This is an optimization exercise on Yosys and OpenROAD, whose aim is a short achievable clock period and few clock cycles, not a production implementation. Where RTL was checked, it was by simulation tests only, not by an equivalence proof against the original. Function not checked in run 1: the RTL went through the layout flow alone.

==> flow/design.v (outline; a module is shown in full before it is edited, if it fits) <==
// module conv_scan: 72 lines
// module conv_ksum0: 5831 lines
// module conv_ksum1: 5717 lines
// module conv_mac: 136 lines
// module conv_writeback: 76 lines
// module conv_accel_top: 73 lines
module conv_accel_top (
  input  logic                   clk,
  input  logic                   reset,
  input  logic                   ready,
  input  conv_accel_pkg::pixel_t idata,
  output logic                   busy,
  output conv_accel_pkg::addr_t  iaddr,
  output logic                   cwr,
  output logic [2:0]             csel,
  output conv_accel_pkg::addr_t  caddr_wr,
  output conv_accel_pkg::pixel_t cdata_wr
);
  // ...
==> flow/run.sh <==
#!/bin/bash
# synth_recipe.tcl (not shown) runs the flow's synth.tcl, then flattens the netlist and writes it again
# the make line also repeats each setting of config.mk as NAME=value (left out here)
make -C /OpenROAD-flow-scripts/flow DESIGN_CONFIG=/design/flow/config.mk WORK_HOME=/design/flow/orfs CLKGATE_MAP_FILE= SYNTH_SCRIPT=/design/flow/synth_recipe.tcl finish
==> flow/config.mk <==
export PLATFORM = sky130hd
export DESIGN_NAME = conv_accel_top
export DESIGN_NICKNAME = conv_accel_top
export VERILOG_FILES = /design/flow/design.v
export SDC_FILE = /design/flow/constraint.sdc
export NUM_CORES = 4
export LEC_CHECK = 0
export ABC_CLOCK_PERIOD_IN_PS = 2500
export CAP_MARGIN = 20
export CORE_MARGIN = 2
export CORE_UTILIZATION = 40
export SLEW_MARGIN = 20
==> flow/constraint.sdc <==
create_clock -name core_clock -period 10.0 [get_ports {clk}]
set_input_delay 2.0000 -clock core_clock [delete_from_list [all_inputs] [get_ports {clk}]]
set_output_delay 2.0000 -clock core_clock [all_outputs]
set_load 0.01 [all_outputs]
==> metrics.yaml, run 1 <==
floorplanning:
  die_area_mm2: 0.282
  core_area_mm2: 0.276
  io-pin-count: 72
  start_util: 0.402
  placementRows: 193
global_route:
  first_global_vias: 63300
  total_global_routing_track_utilization: 0.294
  antenna_found_initial: 48
yosys:
  synth_enable_flop_cells: 420
  synthCells: 8239
  synth-seq-cells: 2450
  synthXorXnorAreaFrac: 0.00639
detailed_routing:
  detail_route.drc_violations: 0
  wl_met1_mm: 181
  number_of_vias_after_detailed_routing: 59000
  first_pass_iters: 6
  met3WireLength_mm: 42.6
clock_network:
  cts_sink_count: 2450
  cts-root-buf: "sky130_fd_sc_hd__clkbuf_16"
  clockBufferDepth: 4
timing:
  setup_total_negative_slack_ps: 0
  max_slew.worst_pin.slew_ps: 1230
  fin_ws_ps: 5880
  report.final.slew_viol_count: 0
  rsz0062_at_grt: "false"
hold_path:
  min_from: "conv_mac_i.conv_ksum1_i.s3_c35_1"
finish:
  layout.area.seq_mm2: 0.0536
  most-common-layout-cells: "sky130_fd_sc_hd__inv_1, sky130_fd_sc_hd__dfxtp_1, sky130_fd_sc_hd__fa_1, sky130_fd_sc_hd__edfxtp_1, sky130_fd_sc_hd__nand2_1"
  mostFrequentLayoutCell: "sky130_fd_sc_hd__inv_1"
critical_path:
  crit_path_end: "busy"
  critPathLaunchType: "register"
outcome:
  outcome: "timing/DRC/antenna clean"
placement:
  place_congestion: 1.01
==> module conv_scan, before the edit <==
module conv_scan (
  input  logic                  clk,
  input  logic                  reset,
  input  logic                  start,
  output conv_accel_pkg::addr_t iaddr,
  output logic                  rd_vld,     
  output logic                  rd_pad,     
  output logic [1:0]            rd_row,     
  output logic                  rd_col0,    
  output logic                  rd_col1,    
  output logic                  rd_first    
);
  logic [5:0] s_q;
  logic [5:0] c_q;
  logic [1:0] i_q;
  logic [5:0] s_n;
  logic [5:0] c_n;
  logic [1:0] i_n;
  logic [5:0] row_n;
  logic       last;
  assign last = (s_q == 6'd32) && (i_q == 2'd3);
  always_comb begin
    s_n = s_q;
    c_n = c_q;
    i_n = i_q + 2'd1;
    if (i_q == 2'd3) begin
      c_n = c_q + 6'd1;
      if (c_q == 6'd63) begin
        s_n = s_q + 6'd1;
      end
    end
    if (!rd_vld) begin
      s_n = '0;
      c_n = '0;
      i_n = '0;
    end
  end
  assign row_n = {s_n[4:0], 1'b0} + {4'd0, i_n} - 6'd1;
  always_ff @(posedge clk or posedge reset) begin
    if (reset) begin
      rd_vld <= 1'b0;
    end else if (start) begin
      rd_vld <= 1'b1;
    end else if (rd_vld && last) begin
      rd_vld <= 1'b0;
    end
  end
  always_ff @(posedge clk or posedge reset) begin
    if (reset) begin
      s_q      <= '0;
      c_q      <= '0;
      i_q      <= '0;
      iaddr    <= {6'd63, 6'd0};
      rd_pad   <= 1'b1;
      rd_row   <= '0;
      rd_col0  <= 1'b1;
      rd_col1  <= 1'b0;
      rd_first <= 1'b1;
    end else begin
      s_q      <= s_n;
      c_q      <= c_n;
      i_q      <= i_n;
      iaddr    <= {row_n, c_n};
      rd_pad   <= ((s_n == 6'd0) && (i_n == 2'd0)) || ((s_n == 6'd31) && (i_n == 2'd3)) ||
                  s_n[5];
      rd_row   <= i_n;
      rd_col0  <= (c_n == 6'd0);
      rd_col1  <= (c_n == 6'd1);
      rd_first <= (s_n == 6'd0) && (c_n == 6'd0);
    end
  end
endmodule
==> module conv_mac, before the edit <==
module conv_mac (
  input  logic                   clk,
  input  logic                   reset,
  input  conv_accel_pkg::pixel_t idata,
  input  logic                   rd_vld,
  input  logic                   rd_pad,
  input  logic [1:0]             rd_row,
  input  logic                   rd_col0,
  input  logic                   rd_col1,
  input  logic                   rd_first,
  output logic                   sum_vld,
  output logic [37:0]            sum0,
  output logic [37:0]            sum1
);
  localparam int LAT = 3;
  logic [19:0] px_q;
  logic        px_vld;
  logic [1:0]  px_row;
  logic        px_col0;
  logic        px_col1;
  logic        px_first;
  logic [19:0] col_q [0:2];
  logic [19:0] new_col [0:3];
  logic [19:0] win_q [0:3][0:2];
  logic [19:0] hold_q [0:3];
  logic [19:0] x_q [0:2][0:2];
  logic        job_q;
  logic        job_d1;
  logic        job_d2;
  logic        op_vld;
  logic        col_done;
  logic [LAT+1:0] vld_pipe;
  logic [37:0] sa0;
  logic [37:0] sb0;
  logic [37:0] sa1;
  logic [37:0] sb1;
  logic [19:0] lo0_q;
  logic [19:0] lo1_q;
  logic [18:0] ha0_q;
  logic [18:0] hb0_q;
  logic [18:0] ha1_q;
  logic [18:0] hb1_q;
  always_ff @(posedge clk or posedge reset) begin
    if (reset) begin
      px_vld <= 1'b0;
    end else begin
      px_vld <= rd_vld;
    end
  end
  always_ff @(posedge clk) begin
    px_q     <= rd_pad ? '0 : idata;
    px_row   <= rd_row;
    px_col0  <= rd_col0;
    px_col1  <= rd_col1;
    px_first <= rd_first;
  end
  assign col_done = px_vld && (px_row == 2'd3);
  assign new_col[0] = col_q[2];
  assign new_col[1] = col_q[1];
  assign new_col[2] = col_q[0];
  assign new_col[3] = px_q;
  always_ff @(posedge clk) begin
    if (px_vld) begin
      col_q[0] <= px_q;
      col_q[1] <= col_q[0];
      col_q[2] <= col_q[1];
    end
    if (col_done) begin
      for (int r = 0; r < 4; r++) begin
        if (px_col0) begin
          win_q[r][0] <= win_q[r][1];
          win_q[r][1] <= win_q[r][2];
          win_q[r][2] <= '0;
          hold_q[r]   <= new_col[r];
        end else if (px_col1) begin
          win_q[r][0] <= '0;
          win_q[r][1] <= hold_q[r];
          win_q[r][2] <= new_col[r];
        end else begin
          win_q[r][0] <= win_q[r][1];
          win_q[r][1] <= win_q[r][2];
          win_q[r][2] <= new_col[r];
        end
      end
    end
  end
  always_ff @(posedge clk or posedge reset) begin
    if (reset) begin
      job_q    <= 1'b0;
      job_d1   <= 1'b0;
      job_d2   <= 1'b0;
      op_vld   <= 1'b0;
      vld_pipe <= '0;
    end else begin
      job_q    <= col_done && !px_first;
      job_d1   <= job_q;
      job_d2   <= job_d1;
      op_vld   <= job_q || job_d2;
      vld_pipe <= {vld_pipe[LAT:0], op_vld};
    end
  end
  always_ff @(posedge clk) begin
    for (int r = 0; r < 3; r++) begin
      for (int c = 0; c < 3; c++) begin
        x_q[r][c] <= job_d2 ? win_q[r+1][c] : win_q[r][c];
      end
    end
  end
  conv_ksum0 conv_ksum0_i (
    .clk (clk),
    .x0  (x_q[0][0]), .x1 (x_q[0][1]), .x2 (x_q[0][2]),
    .x3  (x_q[1][0]), .x4 (x_q[1][1]), .x5 (x_q[1][2]),
    .x6  (x_q[2][0]), .x7 (x_q[2][1]), .x8 (x_q[2][2]),
    .sa  (sa0),
    .sb  (sb0)
  );
  conv_ksum1 conv_ksum1_i (
    .clk (clk),
    .x0  (x_q[0][0]), .x1 (x_q[0][1]), .x2 (x_q[0][2]),
    .x3  (x_q[1][0]), .x4 (x_q[1][1]), .x5 (x_q[1][2]),
    .x6  (x_q[2][0]), .x7 (x_q[2][1]), .x8 (x_q[2][2]),
    .sa  (sa1),
    .sb  (sb1)
  );
  assign sum_vld = vld_pipe[LAT+1];
  always_ff @(posedge clk) begin
    lo0_q <= {1'b0, sa0[18:0]} + {1'b0, sb0[18:0]};
    lo1_q <= {1'b0, sa1[18:0]} + {1'b0, sb1[18:0]};
    ha0_q <= sa0[37:19];
    hb0_q <= sb0[37:19];
    ha1_q <= sa1[37:19];
    hb1_q <= sb1[37:19];
    sum0  <= {ha0_q + hb0_q + {18'd0, lo0_q[19]}, lo0_q[18:0]};
    sum1  <= {ha1_q + hb1_q + {18'd0, lo1_q[19]}, lo1_q[18:0]};
  end
endmodule
==> module conv_writeback, before the edit <==
module conv_writeback (
  input  logic                   clk,
  input  logic                   reset,
  input  logic                   busy,
  input  logic                   sum_vld,
  input  logic [37:0]            sum0,
  input  logic [37:0]            sum1,
  output logic                   cwr,
  output logic [2:0]             csel,
  output conv_accel_pkg::addr_t  caddr_wr,
  output conv_accel_pkg::pixel_t cdata_wr,
  output logic                   last_written
);
  localparam logic [2:0] CSEL_IDLE = 3'b000;
  localparam logic [2:0] CSEL_K0   = 3'b001;
  localparam logic [2:0] CSEL_K1   = 3'b010;
  conv_accel_pkg::pixel_t relu0;
  conv_accel_pkg::pixel_t relu1;
  conv_accel_pkg::pixel_t k1_data_q;
  logic                   k1_pend_q;
  logic [4:0]             wr_s;
  logic                   wr_a;
  logic [5:0]             wr_c;
  function automatic conv_accel_pkg::pixel_t round_relu(input logic [37:0] s);
    logic pos;
    pos = !s[37] && ((|s[36:16]) || (s[15] && (|s[14:0])));
    round_relu = pos ? s[35:16] : '0;
  endfunction
  assign relu0 = round_relu(sum0);
  assign relu1 = round_relu(sum1);
  assign {wr_s, wr_a, wr_c} = caddr_wr;
  assign last_written = cwr && csel[1] && (&caddr_wr);
  always_ff @(posedge clk or posedge reset) begin
    if (reset) begin
      cwr       <= 1'b0;
      csel      <= CSEL_IDLE;
      k1_pend_q <= 1'b0;
    end else begin
      if (sum_vld) begin
        cwr       <= 1'b1;
        csel      <= CSEL_K0;
        k1_pend_q <= 1'b1;
      end else if (k1_pend_q) begin
        cwr       <= 1'b1;
        csel      <= CSEL_K1;
        k1_pend_q <= 1'b0;
      end else begin
        cwr       <= 1'b0;
        csel      <= CSEL_IDLE;
      end
    end
  end
  always_ff @(posedge clk) begin
    if (sum_vld) begin
      cdata_wr  <= relu0;
      k1_data_q <= relu1;
    end else if (k1_pend_q) begin
      cdata_wr  <= k1_data_q;
    end
  end
  always_ff @(posedge clk or posedge reset) begin
    if (reset) begin
      caddr_wr <= '0;
    end else if (!busy) begin
      caddr_wr <= '0;
    end else if (cwr && csel[1]) begin
      if (!wr_a) begin
        caddr_wr <= {wr_s, 1'b1, wr_c};
      end else if (wr_c == 6'd63) begin
        caddr_wr <= {wr_s + 5'd1, 1'b0, 6'd0};
      end else begin
        caddr_wr <= {wr_s, 1'b0, wr_c + 6'd1};
      end
    end
  end
endmodule
==> module conv_accel_top, before the edit <==
module conv_accel_top (
  input  logic                   clk,
  input  logic                   reset,
  input  logic                   ready,
  input  conv_accel_pkg::pixel_t idata,
  output logic                   busy,
  output conv_accel_pkg::addr_t  iaddr,
  output logic                   cwr,
  output logic [2:0]             csel,
  output conv_accel_pkg::addr_t  caddr_wr,
  output conv_accel_pkg::pixel_t cdata_wr
);
  logic        start;
  logic        rd_vld;
  logic        rd_pad;
  logic [1:0]  rd_row;
  logic        rd_col0;
  logic        rd_col1;
  logic        rd_first;
  logic        sum_vld;
  logic [37:0] sum0;
  logic [37:0] sum1;
  logic        last_written;
  assign start = ready && !busy;
  always_ff @(posedge clk or posedge reset) begin
    if (reset) begin
      busy <= 1'b0;
    end else if (start) begin
      busy <= 1'b1;
    end else if (last_written) begin
      busy <= 1'b0;
    end
  end
  conv_scan conv_scan_i (
    .clk      (clk),
    .reset    (reset),
    .start    (start),
    .iaddr    (iaddr),
    .rd_vld   (rd_vld),
    .rd_pad   (rd_pad),
    .rd_row   (rd_row),
    .rd_col0  (rd_col0),
    .rd_col1  (rd_col1),
    .rd_first (rd_first)
  );
  conv_mac conv_mac_i (
    .clk      (clk),
    .reset    (reset),
    .idata    (idata),
    .rd_vld   (rd_vld),
    .rd_pad   (rd_pad),
    .rd_row   (rd_row),
    .rd_col0  (rd_col0),
    .rd_col1  (rd_col1),
    .rd_first (rd_first),
    .sum_vld  (sum_vld),
    .sum0     (sum0),
    .sum1     (sum1)
  );
  conv_writeback conv_writeback_i (
    .clk          (clk),
    .reset        (reset),
    .busy         (busy),
    .sum_vld      (sum_vld),
    .sum0         (sum0),
    .sum1         (sum1),
    .cwr          (cwr),
    .csel         (csel),
    .caddr_wr     (caddr_wr),
    .cdata_wr     (cdata_wr),
    .last_written (last_written)
  );
endmodule
==> run 2, diff against run 1 <==
--- a/flow/design.v
+++ b/flow/design.v
@@ -34,7 +34,7 @@
         s_n = s_q + 6'd1;
       end
     end
-    if (!rd_vld) begin
+    if (start) begin
       s_n = '0;
       c_n = '0;
       i_n = '0;
@@ -50,18 +50,8 @@
       rd_vld <= 1'b0;
     end
   end
-  always_ff @(posedge clk or posedge reset) begin
-    if (reset) begin
-      s_q      <= '0;
-      c_q      <= '0;
-      i_q      <= '0;
-      iaddr    <= {6'd63, 6'd0};
-      rd_pad   <= 1'b1;
-      rd_row   <= '0;
-      rd_col0  <= 1'b1;
-      rd_col1  <= 1'b0;
-      rd_first <= 1'b1;
-    end else begin
+  always_ff @(posedge clk) begin
+    if (start || rd_vld) begin
       s_q      <= s_n;
       c_q      <= c_n;
       i_q      <= i_n;
@@ -11656,17 +11646,11 @@
   logic        job_d2;
   logic        op_vld;
   logic        col_done;
-  logic [LAT+1:0] vld_pipe;
+  logic [LAT:0] vld_pipe;
   logic [37:0] sa0;
   logic [37:0] sb0;
   logic [37:0] sa1;
   logic [37:0] sb1;
-  logic [19:0] lo0_q;
-  logic [19:0] lo1_q;
-  logic [18:0] ha0_q;
-  logic [18:0] hb0_q;
-  logic [18:0] ha1_q;
-  logic [18:0] hb1_q;
   always_ff @(posedge clk or posedge reset) begin
     if (reset) begin
       px_vld <= 1'b0;
@@ -11723,7 +11707,7 @@
       job_d1   <= job_q;
       job_d2   <= job_d1;
       op_vld   <= job_q || job_d2;
-      vld_pipe <= {vld_pipe[LAT:0], op_vld};
+      vld_pipe <= {vld_pipe[LAT-1:0], op_vld};
     end
   end
   always_ff @(posedge clk) begin
@@ -11749,23 +11733,17 @@
     .sa  (sa1),
     .sb  (sb1)
   );
-  assign sum_vld = vld_pipe[LAT+1];
+  assign sum_vld = vld_pipe[LAT];
   always_ff @(posedge clk) begin
-    lo0_q <= {1'b0, sa0[18:0]} + {1'b0, sb0[18:0]};
-    lo1_q <= {1'b0, sa1[18:0]} + {1'b0, sb1[18:0]};
-    ha0_q <= sa0[37:19];
-    hb0_q <= sb0[37:19];
-    ha1_q <= sa1[37:19];
-    hb1_q <= sb1[37:19];
-    sum0  <= {ha0_q + hb0_q + {18'd0, lo0_q[19]}, lo0_q[18:0]};
-    sum1  <= {ha1_q + hb1_q + {18'd0, lo1_q[19]}, lo1_q[18:0]};
+    sum0 <= sa0 + sb0;
+    sum1 <= sa1 + sb1;
   end
 endmodule
 `timescale 1ns/1ps
 module conv_writeback (
   input  logic                   clk,
   input  logic                   reset,
-  input  logic                   busy,
+  input  logic                   start,
   input  logic                   sum_vld,
   input  logic [37:0]            sum0,
   input  logic [37:0]            sum1,
@@ -11821,11 +11799,7 @@
     end else if (k1_pend_q) begin
       cdata_wr  <= k1_data_q;
     end
-  end
-  always_ff @(posedge clk or posedge reset) begin
-    if (reset) begin
-      caddr_wr <= '0;
-    end else if (!busy) begin
+    if (start) begin
       caddr_wr <= '0;
     end else if (cwr && csel[1]) begin
       if (!wr_a) begin
@@ -11901,7 +11875,7 @@
   conv_writeback conv_writeback_i (
     .clk          (clk),
     .reset        (reset),
-    .busy         (busy),
+    .start        (start),
     .sum_vld      (sum_vld),
     .sum0         (sum0),
     .sum1         (sum1),
--- a/flow/config.mk
+++ b/flow/config.mk
@@ -5,7 +5,6 @@
 export SDC_FILE = /design/flow/constraint.sdc
 export NUM_CORES = 4
 export LEC_CHECK = 0
-export ABC_CLOCK_PERIOD_IN_PS = 2500
 export CAP_MARGIN = 20
 export CORE_MARGIN = 2
 export CORE_UTILIZATION = 40
==> run 2 against run 1 <==
Effect of this change: sequential cell count shrank 115; hold slack improved by 23 ps; critical path type unchanged; area after synthesis is 1.8% lower; global-route usage shrank 1.1 points; synthesized cell count is 0.80% lower; utilization fell by 0.071 points.
==> metrics.yaml, run 2 <==
outcome:
  outcome: "timing/DRC/antenna clean"  # unchanged
detailed_routing:
  post_drt_via_cell_ratio: 4.74  # was 4.68
  number_of_vias_after_detailed_routing: 58800  # was 59000
  drt_iter0_drc: 6370  # was 6427
  route.antenna.remaining_nets: 0  # unchanged
  first_pass_iters: 6  # unchanged
  detail_route.drc_violations: 0  # unchanged
  routed_wl_mm: 385  # was 406 mm
  wl_per_cell_um: 31.1  # was 32.2 um
clock_network:
  tritoncts: "yes"  # unchanged
  tritoncts.num_buffers: 267  # was 279
  post-cts-setup-buffer-count: 0  # unchanged
  clk_pin_slew_worst_paths_ps: 60  # about the same
  clock_insertion_delay_worst_skew_ps: 880  # was 890 ps
  clockBufferDepth: 4  # unchanged
  cts_sink_count: 2335  # was 2450
  ctsResizeCount: 0  # unchanged
  cts.hold.buffers_added: 0  # unchanged
  cts-root-buf: "sky130_fd_sc_hd__clkbuf_16"  # unchanged
  cts_htree_levels: 5  # unchanged
timing:
  layout_worst_path_cycle_share: 0.393  # was 0.412
  finClkSkew_ps: 54.5  # was 55.7 ps
  report.final.slew_viol_count: 0  # unchanged
  finalHoldViolCount: 0  # unchanged
  fin_hold_ws_ps: 330  # was 308 ps
  setup_viol: 0  # unchanged
  rsz0062_at_grt: "false"  # unchanged
  max_slew.worst_pin.slew_ps: 1250  # was 1230 ps
  setup_total_negative_slack_ps: 0  # unchanged
  finalWorstPathRequiredPeriod_ps: 3930  # was 4120 ps
  peak_clock_frequency_supported_by_timing_mhz: 255  # was 243 MHz
  maxSlewHeadroom: 0.164  # was 0.180
yosys:
  synth_top_cells_by_area: "sky130_fd_sc_hd__fa_1, sky130_fd_sc_hd__dfxtp_1, sky130_fd_sc_hd__edfxtp_1, sky130_fd_sc_hd__inv_1, sky130_fd_sc_hd__ha_1"  # was sky130_fd_sc_hd__dfxtp_1, sky130_fd_sc_hd__fa_1, sky130_fd_sc_hd__edfxtp_1, sky130_fd_sc_hd__inv_1, sky130_fd_sc_hd__ha_1
  synth.most_common_cell: "sky130_fd_sc_hd__inv_1"  # unchanged
  synth_top_area_frac: 0.347  # was 0.357
  synthDistinctLibCells: 68  # was 66
  ys_async_sr_fraction: 0.00600  # was 0.0208
  syn_area_mm2: 0.109  # was 0.111 mm2
  synth_warnings: 16  # unchanged
  netlist.top_cell.by_area: "sky130_fd_sc_hd__fa_1"  # was sky130_fd_sc_hd__dfxtp_1
  synthFlopType: "sky130_fd_sc_hd__dfxtp_1"  # unchanged
  synth_top_cells_by_count: "sky130_fd_sc_hd__inv_1, sky130_fd_sc_hd__fa_1, sky130_fd_sc_hd__dfxtp_1, sky130_fd_sc_hd__edfxtp_1, sky130_fd_sc_hd__nand2_1"  # was sky130_fd_sc_hd__inv_1, sky130_fd_sc_hd__dfxtp_1, sky130_fd_sc_hd__fa_1, sky130_fd_sc_hd__edfxtp_1, sky130_fd_sc_hd__nand2_1
  syn_avg_cell_area_um2: 13.3  # was 13.5 um2
  synth_enable_flop_cells: 444  # was 420
  seq_area_frac_synth: 0.470  # was 0.482
  synthCells: 8173  # was 8239
  synth-seq-cells: 2335  # was 2450
  mappedNetlistNets: 10300  # was 10400
finish:
  final_util: 0.458  # was 0.459
  nets: 10700  # was 10800
  area_delta_synth_final_pct: 14.0  # was 14.3%
  flip_flop_count_of_the_largest_register_after_layout: 240  # unchanged
  drive_above_1_share: 0.0925  # was 0.0953
  most-common-layout-cells: "sky130_fd_sc_hd__inv_1, sky130_fd_sc_hd__fa_1, sky130_fd_sc_hd__dfxtp_1, sky130_fd_sc_hd__edfxtp_1, sky130_fd_sc_hd__nand2_1"  # was sky130_fd_sc_hd__inv_1, sky130_fd_sc_hd__dfxtp_1, sky130_fd_sc_hd__fa_1, sky130_fd_sc_hd__edfxtp_1, sky130_fd_sc_hd__nand2_1
  register_with_the_most_flip_flops: "conv_mac_i.win_q"  # unchanged
  mostFrequentLayoutCell: "sky130_fd_sc_hd__inv_1"  # unchanged
  largest_registers: "conv_mac_i.win_q: 240 flops, conv_mac_i.x_q: 180 flops, conv_mac_i.hold_q: 80 flops"  # unchanged
global_route:
  antenna_found_initial: 43  # was 48
  met3_usage: 0.0916  # was 0.0990
  gr-usage-met2: 0.410  # was 0.419
  first_global_vias: 63300  # about the same
  gr-max-usage-layer: "met2"  # was met1
  grt_first_pass_wirelength_mm: 525  # was 544 mm
  total_global_routing_track_utilization: 0.283  # was 0.294
  gr-usage-met1: 0.385  # was 0.422
  global_route.overflow_total: 0  # unchanged
  grt_max_degree: 180  # was 105
hold_path:
  hold_path_end: "conv_mac_i.conv_ksum1_i.s2_c34_0"  # was conv_mac_i.hb1_q[16]
  min-delay-path-class: "register to register"  # unchanged
  hold_depth: 0  # unchanged
  min_from: "conv_mac_i.conv_ksum1_i.s1_c34_0"  # was conv_mac_i.conv_ksum1_i.s3_c35_1
floorplanning:
  placementRows: 191  # was 193
  io-pin-count: 72  # unchanged
  start_util: 0.402  # about the same
  chipWidth_um: 526  # was 531 um
  core_area_mm2: 0.271  # was 0.276 mm2
  dieHeight_um: 526  # was 531 um
  die_area_mm2: 0.277  # was 0.282 mm2
critical_path:
  critical_path_slowest_stage_cell: "sky130_fd_sc_hd__clkdlybuf4s50_1"  # unchanged
  critical_path_class: "register to output pin"  # unchanged
  crit_arrival_ps: 1930  # was 2120 ps
  reg2reg_depth: 10  # was 5
  path_delay_family: "buffers and inverters"  # unchanged
  regToRegSetupSlack_ps: 6160  # was 6360 ps
  cp_data_required_time_ps: 8000  # about the same
  critPathCaptureType: "output pin"  # unchanged
  timing.critical_path.fanout_max: 5  # was 17
  cp_cell_sequence: "clkdlybuf4s50_1"  # unchanged
  critPathLaunchType: "register"  # unchanged
  slowest_delay_ps: 620  # about the same
  worst_r2r_endpoint: "conv_mac_i.sum1[35]"  # was conv_mac_i.conv_ksum0_i.s1_c23_14
  crit-reg2reg-launch: "conv_mac_i.conv_ksum1_i.s3_c6_0"  # was conv_mac_i.x_q[1][14]
  path_buf_inv: 1  # unchanged
placement:
  place_congestion: 1.04  # was 1.01
  place_hpwl_mm: 308  # was 333 mm
  buffer_ports.inserted: 70  # unchanged
job:
  timing.max_cap.violations: 0  # unchanged
run 2: worst max-delay path by stage:
stage                             from                      end  slack (ps)  cells after the start
floorplan            conv_mac_i.px_vld  conv_mac_i.hold_q[0][0]           4                      2
global placement                 ready    conv_scan_i.iaddr[11]        4980                     15
detailed placement               ready    conv_scan_i.iaddr[11]        5220                     15
CTS                 conv_scan_i.c_q[3]                 iaddr[3]        6000                      1
global route                     ready    conv_scan_i.iaddr[11]        5970                     15
finish              conv_scan_i.c_q[3]                 iaddr[3]        6070                      1
run 2: layout make-up:
class                      count  area [um2]
clock buffer                 388        7840
sequential                  2335       51300
inverter                    2432        9130
fill                       24200      147000
multi-input combinational   3324       48300
tap                         3570        4470
clock inverter                82        1040
timing repair buffer         246        2070
antenna                       25        62.6
run 2: metal layers:
metal	routed length, um	vias to the layer above
met2	163000	2798
met4	20400	12
met3	41900	663
li1	-	24500
met5	85	-
met1	160000	30900
run 2: logic make-up (layout without fill, tap and decap cells):
family,Yosys count,count (layout),share of synthesized area
muxes,184,184,0.0190
DFF,2335,2335,0.470
AOI/OAI and AO/OA,253,253,0.0147
other,1,26,0.0000344
and+or+nand+nor,704,704,0.0322
adders and majority gates,2088,2088,0.370
xor gates and xnor gates,94,94,0.00755
buffers and inverters,2514,3148,0.0867
run 2: per-stage QoR:
stage,setup WS (ps),area (um2),std cells
after floorplan,4.17,109000,8173
after global placement,4980,115000,11900
after detailed placement,5220,115000,11900
after CTS,6000,124000,12400
after global routing,5970,124000,12400
final,6070,124000,12400
run 2: worst register-to-register path: cells and delay by family, from the launching register on:
kind	cells	cell delay, ps
flip-flops	1	300
AO/OA/AOI/OAI	6	2490
XOR/XNOR	1	160
adder cells (fa/ha/maj)	1	350
AND/OR/NAND/NOR	2	410
Testbench counts of run 2, summed over its fixed seeds: cycles 147,744.

==> port drivers added, routing unchanged <==
Ports are ideal in the flow. The routed layouts listed here were re-timed in OpenROAD. Step 1, drivers: a clkbuf_16 drives clk and a buf_2 each remaining input, both assumed. Step 2 times the ports against the registers' clock, not the clock port: input delays grow and output delays shrink by t, the midpoint of the rising clock arrivals with the driver on. Slacks: no drivers / after step 1 / after step 2; pairs: no drivers / after step 1.
run	shift t [ns]	slack for setup (ns)	worst setup path after step 2
run 1	0.970	5.877 / 5.772 / 6.363	register to register
run 2	0.949	6.074 / 5.978 / 5.281	input to register
After both steps setup and hold are still met in every run listed. For run 2, which loses most, drivers alone change the setup slack by -0.096 ns; drivers and shift together by -0.793 ns.
